This is an optimization exercise on Yosys and OpenROAD, whose aim is small area, a short achievable clock period and few clock cycles, not a production implementation. In this exercise RTL edits were held to simulation tests only and were not proved equivalent to the original. Power and IR drop assume default switching activity.

File: flow/run.sh
#!/bin/bash
# synth_recipe.tcl (not shown) runs the flow's synth.tcl, then flattens the netlist and writes it again
# the make line also repeats each setting of config.mk as NAME=value (left out here)
make -C /OpenROAD-flow-scripts/flow DESIGN_CONFIG=/design/flow/config.mk WORK_HOME=/design/flow/orfs CLKGATE_MAP_FILE= SYNTH_SCRIPT=/design/flow/synth_recipe.tcl finish
File: flow/config.mk
export PLATFORM = sky130hd
export DESIGN_NAME = instruction_cache
export DESIGN_NICKNAME = instruction_cache
export VERILOG_FILES = /design/flow/design.v
export SDC_FILE = /design/flow/constraint.sdc
export NUM_CORES = 4
export LEC_CHECK = 0
export ABC_CLOCK_PERIOD_IN_PS = 4000
export CAP_MARGIN = 20
export CORE_MARGIN = 2
export CORE_UTILIZATION = 50
export CTS_CLUSTER_DIAMETER = 70
export CTS_CLUSTER_SIZE = 20
export SETUP_SLACK_MARGIN = 3.6
export SLEW_MARGIN = 20
export SYNTH_HIERARCHICAL = 1
export SYNTH_MINIMUM_KEEP_SIZE = 0
File: flow/constraint.sdc
create_clock -name core_clock -period 8.0 [get_ports {clock}]
set_input_delay 1.6000 -clock core_clock [delete_from_list [all_inputs] [get_ports {clock}]]
set_output_delay 1.6000 -clock core_clock [all_outputs]
set_load 0.01 [all_outputs]
File: flow/design.v
module instruction_cache #(
   parameter int ADDR_W         = 32,
   parameter int DATA_W         = 32,
   parameter int LINES          = 16,
   parameter int WORDS_PER_LINE = 4
) (
   input  logic              clock,
   input  logic              reset,
   input  logic [ADDR_W-1:0] pc_addr,
   input  logic              pc_valid,
   output logic [DATA_W-1:0] instruction_out,
   output logic              stall,
   input  logic              flush,
   output logic              mem_req,
   output logic [ADDR_W-1:0] mem_addr,
   input  logic              mem_ack,
   input  logic [DATA_W-1:0] mem_rdata,
   output logic [31:0]       hit_count,
   output logic [31:0]       miss_count
);
   localparam int WORD_W = $clog2(WORDS_PER_LINE);
   localparam int IDX_W  = $clog2(LINES);
   localparam int OFF_W  = 2 + WORD_W;
   localparam int TAG_W  = ADDR_W - OFF_W - IDX_W;
   localparam int LINE_W = ADDR_W - OFF_W;
   localparam int WA_W   = ADDR_W - 2;
   logic [LINES-1:0]   valid_r;
   logic [TAG_W-1:0]   tag_r  [LINES];
   logic [DATA_W-1:0]  data_r [LINES][WORDS_PER_LINE];
   logic               av_r;       
   logic [LINE_W-1:0]  al_r;       
   logic [WORD_W-1:0]  aw_r;       
   logic [DATA_W-1:0]  d_r;        
   logic               v_r;        
   logic               aeq_r;      
   logic               rf_act_r;
   logic [LINE_W-1:0]  rf_line_r;
   logic [WORD_W-1:0]  rf_word_r;
   logic [WORD_W-1:0]  rf_n_r;
   logic               rf_abort_r;
   logic [31:0]        hit_r;
   logic [31:0]        miss_r;
   logic               w3_s;
   logic [LINE_W-1:0]  anl_s;      
   logic               str_s;
   logic               sel_nl_s;
   logic [LINE_W-1:0]  rd_line_s;
   logic [WORD_W-1:0]  rd_word_s;
   logic [LINE_W-1:0]  sq_line_s;
   logic [WORD_W-1:0]  sq_word_s;
   logic               pc_rf_s;
   logic [DATA_W-1:0]  rd_data_s;
   logic               eq_s;
   logic               mispred_s;
   logic               psel_s;
   logic               done_s;
   logic               rf_ack_s;
   logic               rf_last_s;
   logic               rf_free_s;
   logic               rf_load_s;
   logic [IDX_W-1:0]   rf_idx_s;
   logic               unused_byte_bits_s;
   assign unused_byte_bits_s = ^pc_addr[1:0];
   assign w3_s      = (aw_r == WORD_W'(WORDS_PER_LINE - 1));
   assign anl_s     = al_r + LINE_W'(1);
   assign str_s     = rf_act_r && aeq_r;
   assign sel_nl_s  = v_r ? w3_s : str_s;
   assign sq_line_s = sel_nl_s ? anl_s : al_r;
   assign sq_word_s = v_r ? (aw_r + WORD_W'(1)) : (str_s ? WORD_W'(0) : aw_r);
   logic psel_l_s;
   logic psel_w_s;
   instruction_cache_psel #(.W(OFF_W+IDX_W-2)) u_psel (
      .pc_valid(pc_valid), .pc_low(pc_addr[OFF_W+IDX_W-1:2]),
      .exp_low({al_r[IDX_W-1:0], aw_r}), .psel(psel_s)
   );
   instruction_cache_psel #(.W(OFF_W+IDX_W-2)) u_psel_l (
      .pc_valid(1'b1), .pc_low(pc_addr[OFF_W+IDX_W-1:2]),
      .exp_low({al_r[IDX_W-1:0], aw_r}), .psel(psel_l_s)
   );
   instruction_cache_psel #(.W(OFF_W+IDX_W-2)) u_psel_w (
      .pc_valid(1'b1), .pc_low(pc_addr[OFF_W+IDX_W-1:2]),
      .exp_low({al_r[IDX_W-1:0], aw_r}), .psel(psel_w_s)
   );
   assign rd_line_s = psel_s ? pc_addr[ADDR_W-1:OFF_W] : sq_line_s;
   assign rd_word_s = psel_s ? pc_addr[OFF_W-1:2] : sq_word_s;
   logic [LINES-1:0]          rd_lsel_s;
   logic [WORDS_PER_LINE-1:0] rd_wsel_s;
   logic [LINES-1:0]          pc_lsel_s;
   logic [WORDS_PER_LINE-1:0] pc_wsel_s;
   logic [LINES-1:0]          sq_lsel_s;
   logic [WORDS_PER_LINE-1:0] sq_wsel_s;
   logic [LINES*WORDS_PER_LINE*DATA_W-1:0] data_flat_s;
   logic [LINES*TAG_W-1:0]                 tag_flat_s;
   instruction_cache_dec #(.N(LINES)) u_pc_ldec (
      .a(pc_addr[OFF_W +: IDX_W]), .y(pc_lsel_s)
   );
   instruction_cache_dec #(.N(WORDS_PER_LINE)) u_pc_wdec (
      .a(pc_addr[OFF_W-1:2]), .y(pc_wsel_s)
   );
   instruction_cache_dec #(.N(LINES)) u_sq_ldec (
      .a(sq_line_s[IDX_W-1:0]), .y(sq_lsel_s)
   );
   instruction_cache_dec #(.N(WORDS_PER_LINE)) u_sq_wdec (
      .a(sq_word_s), .y(sq_wsel_s)
   );
   always_comb begin
      for (int i = 0; i < LINES; i++) begin
         tag_flat_s[i*TAG_W +: TAG_W] = tag_r[i];
         for (int w = 0; w < WORDS_PER_LINE; w++) begin
            data_flat_s[(i*WORDS_PER_LINE+w)*DATA_W +: DATA_W] = data_r[i][w];
         end
      end
   end
   instruction_cache_selmux #(.N(LINES)) u_lsel (
      .s(psel_l_s), .a(pc_lsel_s), .b(sq_lsel_s), .y(rd_lsel_s)
   );
   instruction_cache_selmux #(.N(WORDS_PER_LINE)) u_wsel (
      .s(psel_w_s), .a(pc_wsel_s), .b(sq_wsel_s), .y(rd_wsel_s)
   );
   instruction_cache_read #(
      .LINES(LINES), .WORDS_PER_LINE(WORDS_PER_LINE), .DATA_W(DATA_W)
   ) u_read (
      .lsel(rd_lsel_s), .wsel(rd_wsel_s), .data(data_flat_s), .rd_data(rd_data_s)
   );
   logic sq_hit_s;
   logic pc_hit_s;
   instruction_cache_tag #(.LINES(LINES), .TAG_W(TAG_W)) u_tag_sq (
      .lsel(sq_lsel_s), .tag(tag_flat_s), .valid(valid_r),
      .cmp_tag(sq_line_s[LINE_W-1:IDX_W]), .hit(sq_hit_s)
   );
   instruction_cache_tag #(.LINES(LINES), .TAG_W(TAG_W)) u_tag_pc (
      .lsel(pc_lsel_s), .tag(tag_flat_s), .valid(valid_r),
      .cmp_tag(pc_addr[ADDR_W-1:OFF_W+IDX_W]), .hit(pc_hit_s)
   );
   instruction_cache_match #(.WA_W(WA_W)) u_match (
      .pc(pc_addr[ADDR_W-1:2]), .expect_addr({al_r, aw_r}), .pc_valid(pc_valid),
      .expect_valid(av_r), .data_valid(v_r), .mem_ack(mem_ack),
      .fwd_ok(str_s && (aw_r == rf_word_r)),
      .eq(eq_s), .done(done_s), .stall(stall)
   );
   assign mispred_s = pc_valid && !eq_s;
   assign instruction_out = v_r ? d_r : mem_rdata;
   assign rf_idx_s   = rf_line_r[IDX_W-1:0];
   assign rf_ack_s   = rf_act_r && mem_ack;
   assign rf_last_s  = (rf_n_r == WORD_W'(WORDS_PER_LINE - 1));
   assign rf_free_s  = !rf_act_r || (mem_ack && rf_last_s);
   assign pc_rf_s    = (pc_addr[ADDR_W-1:OFF_W] == rf_line_r);
   assign rf_load_s  = rf_free_s && (psel_s || !mispred_s);
   logic v_next_s;
   logic act_next_s;
   instruction_cache_vnext u_v_next (
      .s(psel_s), .en(!flush), .h(pc_hit_s),
      .b(mispred_s ? 1'b0 :
         done_s    ? (v_r && !flush && sq_hit_s) :
         !v_r      ? (!str_s && !flush && sq_hit_s && !psel_l_s) :
                     !flush),
      .y(v_next_s)
   );
   instruction_cache_anext u_act_next (
      .hold(!rf_free_s), .s(psel_s), .en(!(rf_act_r && pc_rf_s)), .h(pc_hit_s),
      .b(!mispred_s && av_r && !v_r && !sq_hit_s),
      .y(act_next_s)
   );
   assign mem_req    = rf_act_r;
   assign mem_addr   = {rf_line_r, rf_word_r, 2'b00};
   assign hit_count  = hit_r;
   assign miss_count = miss_r;
   always_ff @(posedge clock or negedge reset) begin
      if (!reset) begin
         av_r       <= 1'b0;
         v_r        <= 1'b0;
         aeq_r      <= 1'b0;
         valid_r    <= '0;
         rf_act_r   <= 1'b0;
         rf_n_r     <= '0;
         rf_abort_r <= 1'b0;
         hit_r      <= 32'd0;
         miss_r     <= 32'd0;
      end else begin
         if (done_s) begin
            hit_r <= hit_r + 32'd1;
         end
         if (mispred_s) begin
            av_r  <= 1'b1;
         end
         v_r      <= v_next_s;
         rf_act_r <= act_next_s;
         if (rf_load_s) begin
            aeq_r <= psel_s || ((done_s && w3_s) == sel_nl_s);
         end else if (mispred_s) begin
            aeq_r <= pc_rf_s;
         end else if (done_s && w3_s) begin
            aeq_r <= (anl_s == rf_line_r);
         end
         if (rf_act_r && (rf_n_r == '0)) begin
            valid_r[rf_idx_s] <= 1'b0;
         end
         if (rf_ack_s) begin
            rf_n_r <= rf_n_r + WORD_W'(1);
            if (rf_last_s) begin
               miss_r <= miss_r + 32'd1;
               if (!rf_abort_r) valid_r[rf_idx_s] <= 1'b1;
            end
         end
         if (rf_act_r && flush) rf_abort_r <= 1'b1;
         if (rf_free_s) begin
            rf_n_r     <= '0;
            rf_abort_r <= 1'b0;
         end
         if (flush) valid_r <= '0;
      end
   end
   always_ff @(posedge clock) begin
      if (done_s) begin
         aw_r <= aw_r + WORD_W'(1);
         if (w3_s) begin
            al_r  <= anl_s;
         end
         d_r  <= rd_data_s;
      end else if (mispred_s) begin
         al_r  <= pc_addr[ADDR_W-1:OFF_W];
         aw_r  <= pc_addr[OFF_W-1:2];
         d_r   <= rd_data_s;
      end else if (!v_r) begin
         d_r  <= rd_data_s;
      end
   end
   always_ff @(posedge clock) begin
      if (rf_act_r) begin
         data_r[rf_idx_s][rf_word_r] <= mem_rdata;
         tag_r[rf_idx_s]             <= rf_line_r[LINE_W-1:IDX_W];
      end
      if (rf_ack_s) begin
         rf_word_r <= rf_word_r + WORD_W'(1);
      end
      if (rf_load_s) begin
         rf_line_r <= rd_line_s;
         rf_word_r <= rd_word_s;
      end
   end
endmodule
module instruction_cache_match #(
   parameter int WA_W = 30
) (
   input  logic [WA_W-1:0] pc,
   input  logic [WA_W-1:0] expect_addr,
   input  logic            pc_valid,
   input  logic            expect_valid,
   input  logic            data_valid,
   input  logic            mem_ack,
   input  logic            fwd_ok,
   output logic            eq,
   output logic            done,
   output logic            stall
);
   localparam int NG = (WA_W + 3) / 4;
   logic [4*NG-1:0] pc_pad;
   logic [4*NG-1:0] ex_pad;
   logic [NG-1:0]   grp_eq;
   logic [1:0]      differs;
   logic            ok;
   assign pc_pad = {{(4*NG-WA_W){1'b0}}, pc};
   assign ex_pad = {{(4*NG-WA_W){1'b0}}, expect_addr};
   for (genvar g = 0; g < NG; g++) begin : g_grp
      instruction_cache_eq4 u_eq (.a(pc_pad[4*g +: 4]), .b(ex_pad[4*g +: 4]), .eq(grp_eq[g]));
   end
   instruction_cache_nand4 u_d0 (.a(grp_eq[3:0]), .y(differs[0]));
   instruction_cache_nand4 u_d1 (.a(grp_eq[NG-1:4]), .y(differs[1]));
   assign ok = pc_valid && expect_valid && (data_valid || (mem_ack && fwd_ok));
   logic same;
   instruction_cache_nor2  u_same  (.a(differs), .y(same));
   instruction_cache_nand2 u_stall (.a({same, ok}), .y(stall));
   assign done = !differs[0] && !differs[1] && ok;
   assign eq   = !differs[0] && !differs[1] && pc_valid && expect_valid;
endmodule
module instruction_cache_eq4 (
   input  logic [3:0] a,
   input  logic [3:0] b,
   output logic       eq
);
   assign eq = (a == b);
endmodule
module instruction_cache_nand4 (
   input  logic [3:0] a,
   output logic       y
);
   assign y = !(&a);
endmodule
module instruction_cache_nor2 (
   input  logic [1:0] a,
   output logic       y
);
   assign y = !(a[0] || a[1]);
endmodule
module instruction_cache_nand2 (
   input  logic [1:0] a,
   output logic       y
);
   assign y = !(a[0] && a[1]);
endmodule
module instruction_cache_psel #(
   parameter int W = 6
) (
   input  logic         pc_valid,
   input  logic [W-1:0] pc_low,
   input  logic [W-1:0] exp_low,
   output logic         psel
);
   assign psel = pc_valid && (pc_low != exp_low);
endmodule
module instruction_cache_selmux #(
   parameter int N = 16
) (
   input  logic         s,
   input  logic [N-1:0] a,
   input  logic [N-1:0] b,
   output logic [N-1:0] y
);
   assign y = s ? a : b;
endmodule
module instruction_cache_vnext (
   input  logic s,
   input  logic en,
   input  logic h,
   input  logic b,
   output logic y
);
   assign y = s ? (en && h) : b;
endmodule
module instruction_cache_anext (
   input  logic hold,
   input  logic s,
   input  logic en,
   input  logic h,
   input  logic b,
   output logic y
);
   assign y = hold || (s ? (en && !h) : b);
endmodule
module instruction_cache_dec #(
   parameter int N = 16
) (
   input  logic [$clog2(N)-1:0] a,
   output logic [N-1:0]         y
);
   always_comb begin
      for (int i = 0; i < N; i++) begin
         y[i] = (a == i);
      end
   end
endmodule
module instruction_cache_read #(
   parameter int LINES          = 16,
   parameter int WORDS_PER_LINE = 4,
   parameter int DATA_W         = 32
) (
   input  logic [LINES-1:0]                       lsel,
   input  logic [WORDS_PER_LINE-1:0]              wsel,
   input  logic [LINES*WORDS_PER_LINE*DATA_W-1:0] data,
   output logic [DATA_W-1:0]                      rd_data
);
   always_comb begin
      rd_data = '0;
      for (int i = 0; i < LINES; i++) begin
         for (int w = 0; w < WORDS_PER_LINE; w++) begin
            rd_data = rd_data | ({DATA_W{lsel[i] & wsel[w]}} &
                                 data[(i*WORDS_PER_LINE+w)*DATA_W +: DATA_W]);
         end
      end
   end
endmodule
module instruction_cache_tag #(
   parameter int LINES = 16,
   parameter int TAG_W = 24
) (
   input  logic [LINES-1:0]       lsel,
   input  logic [LINES*TAG_W-1:0] tag,
   input  logic [LINES-1:0]       valid,
   input  logic [TAG_W-1:0]       cmp_tag,
   output logic                   hit
);
   logic [TAG_W-1:0] rd_tag;
   logic             rd_valid;
   always_comb begin
      rd_tag   = '0;
      rd_valid = 1'b0;
      for (int i = 0; i < LINES; i++) begin
         rd_tag   = rd_tag | ({TAG_W{lsel[i]}} & tag[i*TAG_W +: TAG_W]);
         rd_valid = rd_valid | (lsel[i] & valid[i]);
      end
   end
   assign hit = rd_valid && (rd_tag == cmp_tag);
endmodule
==> out/results.tsv <==
metric	value	unit
via_count	62560	
drive_gt1_share	15.56	%
root_buffer	clkbuf_16	
drv_cap	0	
ant_nets	0	
finalHoldViolCount	0	
yosysUniqueCellTypes	82	
place_congestion	0.8782	
place_ws	1392	ps
core_area	204000	um^2
grt_pass1_vias	60200	
period_needed	4540	ps
ctsHtreeMaxLevel	4	
grt_overflow	0	
holdWs	476.7	ps
yosysTopAreaCellShare	74.09	%
grt_pass1_wl	460100	um
slew_violations	0	
synth.avg_cell_area	17.32	um^2
drt_iter0_markers	9835	
clkLatencyLatePin	850	ps
detail_route.first_pass.iterations	8	
synth_edf_count	2524	
final.setup.tns	0	ps
synthFlopType	edfxtp_1	
cp_max_fo	8	
rsz0062_at_grt	yes	
num-fill-cells	15720	
syn2layout_area_growth	12.94	%
period_share	56.75	%
drc	0	
via_per_inst	6.985	
synth_compound_area_share	13.11	%
cts_buffer_depth	3	
seq_area_frac_synth	76.22	%
grt_usage	31.18	%
finalSetupViolations	0	
syn-cell-area	102300	um^2
synthCells	5907	
wl	335500	um
wire_per_inst	37.46	um
place_area	107700	um^2
p_leak	36.23	nW
yosys_warnings	11	
synth_common_cells	edfxtp_1, a22oi_1, a22o_1	
hp-class	flop to flop	
cp.required	8730	ps
ys_ff_latch	2611	
async_flop_share	3.332	%
tightest_slew	1310	ps
synth_top_cell_by_area	edfxtp_1	
cts_tree	yes	
cts.sinks	2611	
synth_top_family_by_area	compound AO/OA/AOI/OAI gates	
synth_area_leaders	edfxtp_1, a22oi_1, a22o_1	
synthAdderAreaFrac	0.1223	%
synth_most_common_cell	edfxtp_1	
crit_arrival	5270	ps
grt_max_degree	81	
num-nets-final	6285	
outcome	complete, no violations	
io_pins	199	
power_density	242.3	nW/um^2
synth_xor_area_share	2.340	%
fin_ws	3460	ps
endpoint_kind	flop	
hpwl	178700	um
critPathLaunchType	flop	
numCtsBuffers	161	
clk_pin_slew	80	ps
peakVddDrop	242.6	uV
synthSimpleGateAreaFrac	4.826	%
antenna_found_initial	14	
row_count	166	
synth_mux_area_share	0.9797	%
fp.dieH	456.3	um
die_w	456.3	um
fmax	220.3	MHz
worst-setup-path-type	flop to flop	
cts_hold_buf	0	
finalInstanceArea	115500	um^2
clock_skew	46.41	ps
initial_core_util	50.16	%
portBuffers	194	
die_area	208200	um^2
max_slew_margin	12.38	%
worst max-delay path, stage by stage, from the launching register on:
cell and delay, ps:
edfxtp_1 400, ha_2 210, nand2_2 80, o21a_4 170
nor2_4 60, xor2_4 170, buf_12 170, buf_6 110
buf_6 110, and4b_4 200, buf_12 150, buf_8 130
a22o_1 180, a221oi_2 180, nand4_1 340, xor2_1 270
nor4_2 280, nand3_1 160, nor4_4 290, buf_4 190
nand3b_1 90, a21oi_1 150, a21oi_1 50, nor3_1 130
inv_1 60, o21ai_1 110
registers in the layout, indices dropped and copies added (netlist names), 2 cells and up:
register and flops:
al_r 28, aw_r 2, d_r 32, data_r 2048
hit_r 32, miss_r 32, rf_line_r 28, rf_n_r 2
rf_word_r 2, tag_r 384, valid_r 16
cell type report:
type	count	area [um^2]	area share [%]
repair buffers	556	5836	5.051
clock inverters	45	530.5	0.4592
multi-input cells	2850	23590	20.41
flip-flops and latches	2611	77970	67.48
diodes	8	20.02	0.01733
clock buffers	173	4138	3.581
inverters	26	97.59	0.08447
well taps	2688	3363	2.911
layer usage:
| layer | global-route usage [%] | wire [um] | vias to the layer above |
|---|---|---|---|
| li1 | - | - | 25350 |
| met1 | 42.09 | 124700 | 32380 |
| met2 | 49.75 | 158200 | 4063 |
| met4 | 14.75 | 18200 | 2 |
| met5 | 0 | 9 | - |
| met3 | 5.126 | 34420 | 767 |
cells in the final DEF (no fill, tap or decap), types with 16 or more instances in the layout:
cell             instances
a21boi_0                48
a21oi_1                 66
a221oi_1               181
a221oi_2                50
a222oi_1               224
a22o_1                 328
a22oi_1                588
a31oi_1                 38
and3_1                  24
buf_12                  46
buf_2                   25
buf_4                  270
buf_6                   47
bufbuf_16               16
clkbuf_16              174
clkdlybuf4s50_1        125
dfrtp_1                 86
edfxtp_1              2524
inv_1                   24
mux2_2                  57
mux2_4                  16
nand2_1                116
nand3_1                126
nand4_1                214
nor2_1                  93
nor2_4                  61
nor3_1                  16
nor4_2                  17
nor4_4                  35
o22ai_1                 32
xnor2_1                144
xor2_1                 108
cell families after synthesis:
family          count (synthesis)
xor+xnor                      270
flops                        2611
other cells                     3
simple gates                  846
fa+ha+maj                      10
mux                            86
buf+inv                       455
compound gates               1626
modules after synthesis (local to each module, per instance), a selection:
module,copies in the design,flip-flops and latches
instruction_cache,1,2611
instruction_cache_eq4,8,0
instruction_cache_anext,1,0
instruction_cache_vnext,1,0
instruction_cache_nand4,2,0
instruction_cache_nand2,1,0
instruction_cache_nor2,1,0
power by group:
part           leakage [nW]  internal (mW)  total [mW]  switching, mW
registers              24.0           15.6        15.9          0.276
clock network          2.26           3.84        8.39           4.55
logic                  9.93           1.17        3.73           2.56
repair_timing:
item                       CTS  global route
setup endpoints to repair  163            66
buffers inserted            70            14
gates resized for setup    474            84
gates cloned                20            12
hold endpoints to repair     0             0
pin swaps                   52            54
through the flow:
stage / cells / power (mW) / util [%]
finish: 8957 / 27.99 / 56.65
global route: 8953 / 28.69 / 56.64
global placement: 8615 / 19.38 / 52.78
CTS: 8923 / 27.90 / 56.27
detailed placement: 8615 / 19.43 / 52.78
floorplan: 5912 / 17.75 / -
final timing paths:
kind	start	to	slack, ps	cells past startpoint
min in group asynchronous	reset	hit_r[11]	710	1
worst min-delay path	miss_r[31]	miss_r[31]	480	1
worst max-delay path	aw_r[0]	v_r	3460	25
max in group asynchronous	reset	v_r	6060	2
worst max register to register	aw_r[0]	v_r	3460	25
worst min register to register	miss_r[31]	miss_r[31]	480	1
Testbench counts, summed over its fixed seeds: cycles 42,624.

-- what the ideal ports hide --
The flow's constraints put no driver on any port. The routed layout listed below was extracted and timed again, unchanged, in two steps. Step 1 (the two cells are an assumption about what drives the block):
set clk [get_ports {clock}]
set_driving_cell -lib_cell sky130_fd_sc_hd__clkbuf_16 $clk
set_driving_cell -lib_cell sky130_fd_sc_hd__buf_2 [delete_from_list [all_inputs] $clk]
Step 2 adds t to the input delays and takes it off the output delays; t is the mean of the earliest and latest rising clock arrival at the registers after step 1. Input paths then give back, and output paths get back, about the clock's delay inside the block. a / b / c = ideal / step 1 / step 2; a / b = the first two.
shift t [ns]: 0.916
setup slack, ns: 3.460 / 3.453 / 2.559
worst hold slack (ns): 0.477 / 0.477 / 0.477
worst register clock-pin slew, ns: 0.09 / 0.09
After both steps setup and hold are still met in this run. For this run, drivers alone change the setup slack by -0.007 ns; drivers and shift together by -0.901 ns.
